What follows belongs to an exercise in optimizing a design on an open flow for small area, a short achievable clock period and few clock cycles per item; a production flow would make more cautious choices.
The RTL was checked by simulation tests, not by an equivalence proof against the original design.
Power is estimated from default activity; no workload was simulated.

Design axi_copy_master, start of the top module:
module axi_copy_master
#(
    parameter int unsigned ADDR_WTH  = 32,
    parameter int unsigned DATA_WTH  = 256,
    parameter int unsigned ID_WIDTH  = 4,
    parameter int unsigned BUF_DEPTH = 16,
    parameter int unsigned AXI_ID    = 0
) (
    input  logic                  clk_i,
    input  logic                  rst_i,
    input  logic                  cmd_valid,
    output logic                  cmd_ready,
    input  logic [ADDR_WTH-1:0]   cmd_src,
    input  logic [ADDR_WTH-1:0]   cmd_dst,
    input  logic [7:0]            cmd_len,
    output logic                  done,
    output logic                  err,
    output logic [ADDR_WTH-1:0]   awaddr,
    output logic [1:0]            awburst,
    output logic [3:0]            awcache,
    output logic [7:0]            awlen,
    output logic [ID_WIDTH-1:0]   awid,
    output logic                  awlock,
    output logic [2:0]            awprot,
    output logic [3:0]            awqos,
    output logic [3:0]            awregion,
    output logic [2:0]            awsize,
    output logic                  awvalid,
    input  logic                  awready,
    output logic [DATA_WTH-1:0]   wdata,
    output logic                  wlast,
    output logic [DATA_WTH/8-1:0] wstrb,
    output logic                  wvalid,
    input  logic                  wready,
    input  logic [1:0]            bresp,
    input  logic [ID_WIDTH-1:0]   bid,
    input  logic                  bvalid,
    output logic                  bready,
    output logic [ADDR_WTH-1:0]   araddr,
    output logic [1:0]            arburst,
    output logic [3:0]            arcache,
    output logic [7:0]            arlen,
    output logic [ID_WIDTH-1:0]   arid,
    output logic                  arlock,
    output logic [2:0]            arprot,
    output logic [3:0]            arqos,
    output logic [3:0]            arregion,
    output logic [2:0]            arsize,
    output logic                  arvalid,
    input  logic                  arready,
    input  logic [DATA_WTH-1:0]   rdata,
    input  logic                  rlast,
    input  logic [1:0]            rresp,
    input  logic [ID_WIDTH-1:0]   rid,
    input  logic                  rvalid,
    output logic                  rready
);
Size: about 8100 cells after synthesis, ~780 I/O pins.
export LEC_CHECK = 0
export ABC_CLOCK_PERIOD_IN_PS = 2500
export CAP_MARGIN = 20
export CORE_MARGIN = 2
export CORE_UTILIZATION = 55
export CTS_CLUSTER_DIAMETER = 100
export CTS_CLUSTER_SIZE = 30
export SETUP_SLACK_MARGIN = 4.0
export SLEW_MARGIN = 40
create_clock -name core_clock -period 6.0 [get_ports {clk_i}]
standard.sh (not shown) runs the stock make flow with config.mk's settings and CLKGATE_MAP_FILE= SYNTH_SCRIPT=/design/flow/synth_recipe.tcl, a recipe that flattens the netlist after the stock synthesis.
==> flow/flow/run.sh <==
#!/bin/bash
set -euo pipefail
export BUFFER_PORTS_ARGS="-buffer_cell sky130_fd_sc_hd__buf_2"
bash standard.sh > standard.log 2>&1
Testbench counts at the start, summed over its fixed seeds: cycles 8,625, items 512.
Rerun with:
==> flow/flow/run.sh (replaced) <==
#!/bin/bash
set -euo pipefail
export BUFFER_PORTS_ARGS="-buffer_cell sky130_fd_sc_hd__buf_2"
export GLOBAL_PLACEMENT_ARGS="-timing_driven_nets_percentage 25 -timing_driven_net_weight_max 4"
bash standard.sh > standard.log 2>&1
- SETUP_SLACK_MARGIN: 4.0 -> 3.6
What happened:
- via count fell by 7.7%
- area after synthesis stays the same
- clock-buffer cell count fell by 9
- clock power hardly moves
- first-iteration DRC count falls by 29%
Rerun with:
==> flow/flow/run.sh (replaced) <==
#!/bin/bash
set -euo pipefail
export BUFFER_PORTS_ARGS="-buffer_cell sky130_fd_sc_hd__buf_2"
bash standard.sh > standard.log 2>&1
- SETUP_SLACK_MARGIN: 3.6 -> 3.45
The new run produced a clean layout.
Via count decreases by 0.92%.
Total power decreases by 0.89%.
Cell area decreases by 0.54%.
Area after synthesis does not change.
Sequential power barely changes.
Non-clock buffer count decreases by 32.
Sequential share of layout area increases by 0.36 points.
Worst hold slack gains 0.26 ns.
Global-route usage decreases by 0.83 points.
Clock power barely changes.
Setup slack gains 0.016 ns.

axi_copy_master again, from the RTL that the note above started with.
// axi_copy_master
module axi_copy_master
#(
    parameter int unsigned ADDR_WTH  = 32,
    parameter int unsigned DATA_WTH  = 256,
    parameter int unsigned ID_WIDTH  = 4,
    parameter int unsigned BUF_DEPTH = 16,
    parameter int unsigned AXI_ID    = 0
) (
    input  logic                  clk_i,
    input  logic                  rst_i,
    input  logic                  cmd_valid,
    output logic                  cmd_ready,
    input  logic [ADDR_WTH-1:0]   cmd_src,
    input  logic [ADDR_WTH-1:0]   cmd_dst,
    input  logic [7:0]            cmd_len,
    output logic                  done,
    output logic                  err,
    output logic [ADDR_WTH-1:0]   awaddr,
    output logic [1:0]            awburst,
    output logic [3:0]            awcache,
    output logic [7:0]            awlen,
    output logic [ID_WIDTH-1:0]   awid,
    output logic                  awlock,
    output logic [2:0]            awprot,
    output logic [3:0]            awqos,
  ...
==> flow/config.mk <==
export PLATFORM = sky130hd
export DESIGN_NAME = axi_copy_master
export DESIGN_NICKNAME = axi_copy_master
export VERILOG_FILES = /design/flow/design.v
export SDC_FILE = /design/flow/constraint.sdc
export NUM_CORES = 4
export LEC_CHECK = 0
export ABC_CLOCK_PERIOD_IN_PS = 2500
export CAP_MARGIN = 20
export CORE_MARGIN = 2
export CORE_UTILIZATION = 58
export CTS_CLUSTER_DIAMETER = 100
export CTS_CLUSTER_SIZE = 30
export SETUP_SLACK_MARGIN = 3.6
export SLEW_MARGIN = 40
==> flow/constraint.sdc <==
create_clock -name core_clock -period 6.0 [get_ports {clk_i}]
set_input_delay 1.2000 -clock core_clock [delete_from_list [all_inputs] [get_ports {clk_i}]]
set_output_delay 1.2000 -clock core_clock [all_outputs]
set_load 0.01 [all_outputs]
==> flow/flow/run.sh <==
#!/bin/bash
set -euo pipefail
export BUFFER_PORTS_ARGS="-buffer_cell sky130_fd_sc_hd__buf_2"
bash standard.sh > standard.log 2>&1
Testbench counts at the start, summed over its fixed seeds: cycles 8,625, items 512.
Next try:
CORE_UTILIZATION = 50   (was 58)
Worst setup slack gets worse by 0.083 ns.
Count of clock-buffer cells in the layout rises by 7.
Via count rises by 1.1%.
Core utilization falls by 8.3 points.
Design area rises by 1.0%.
Global-route usage falls by 3.2 points.
Hold slack gets worse by 0.051 ns.
Synthesized cell count does not change.
Combinational power rises by 6.6%.
Next try:
CORE_UTILIZATION = 55   (was 50)
- clock power went down by a few percent
- total power went down slightly
- die area went down by roughly a tenth
- final cell count went down by a few percent
- wire length went down by a few percent
- worst hold slack gets worse by 0.017 ns
- worst setup slack gets better by 0.11 ns
- flip-flop and latch count is unchanged
- area after synthesis does not change
- cell area went down slightly
- core utilization went up by 5.2 points
Next try:
PLACE_DENSITY = 0.7   (was unset)
The changed run passed the timing, design-rule and antenna checks.
Core utilization stays flat.
Worst setup slack got worse by 0.063 ns.
Synthesized cell count does not change.
Clock power hardly moves.
Non-clock buffer count goes down by 6.
Global-route usage goes down by 0.67 points.
Worst hold slack improved by 0.071 ns.
Clock skew goes up by 0.0041 ns.

## what the ideal ports hide
Ports are ideal in the flow. The routed layouts listed here were re-timed in OpenROAD.
Step 1: set_driving_cell puts a clkbuf_16 on clk_i and a buf_2 on each other input, an assumption about the parent block.
Step 2 times the ports against the registers' clock, not the clock port: input delays grow and output delays shrink by t, the midpoint of the rising clock arrivals with the driver on.
Three values: no drivers, after step 1, after step 2; two values: the first two.
run	t, ns	slack for setup (ns)	worst hold slack (ns)
the first run of note 1	0.968	3.378 / 3.268 / 3.143	0.375 / 0.304 / 0.455
the second run of note 1	0.966	3.351 / 3.255 / 2.888	0.182 / 0.114 / 0.455
the third run of note 1	0.957	3.367 / 3.264 / 2.746	0.440 / 0.360 / 0.454
the first run of note 2	0.949	3.370 / 3.273 / 3.025	0.441 / 0.365 / 0.455
the second run of note 2	0.994	3.287 / 3.185 / 2.934	0.390 / 0.349 / 0.456
the third run of note 2	0.945	3.399 / 3.300 / 2.953	0.374 / 0.307 / 0.454
the fourth run of note 2	0.961	3.336 / 3.231 / 3.036	0.445 / 0.371 / 0.456
After both steps every run listed still meets setup and hold. For the third run of note 1, which loses most, drivers alone change the setup slack by -0.103 ns; drivers and shift together by -0.621 ns.
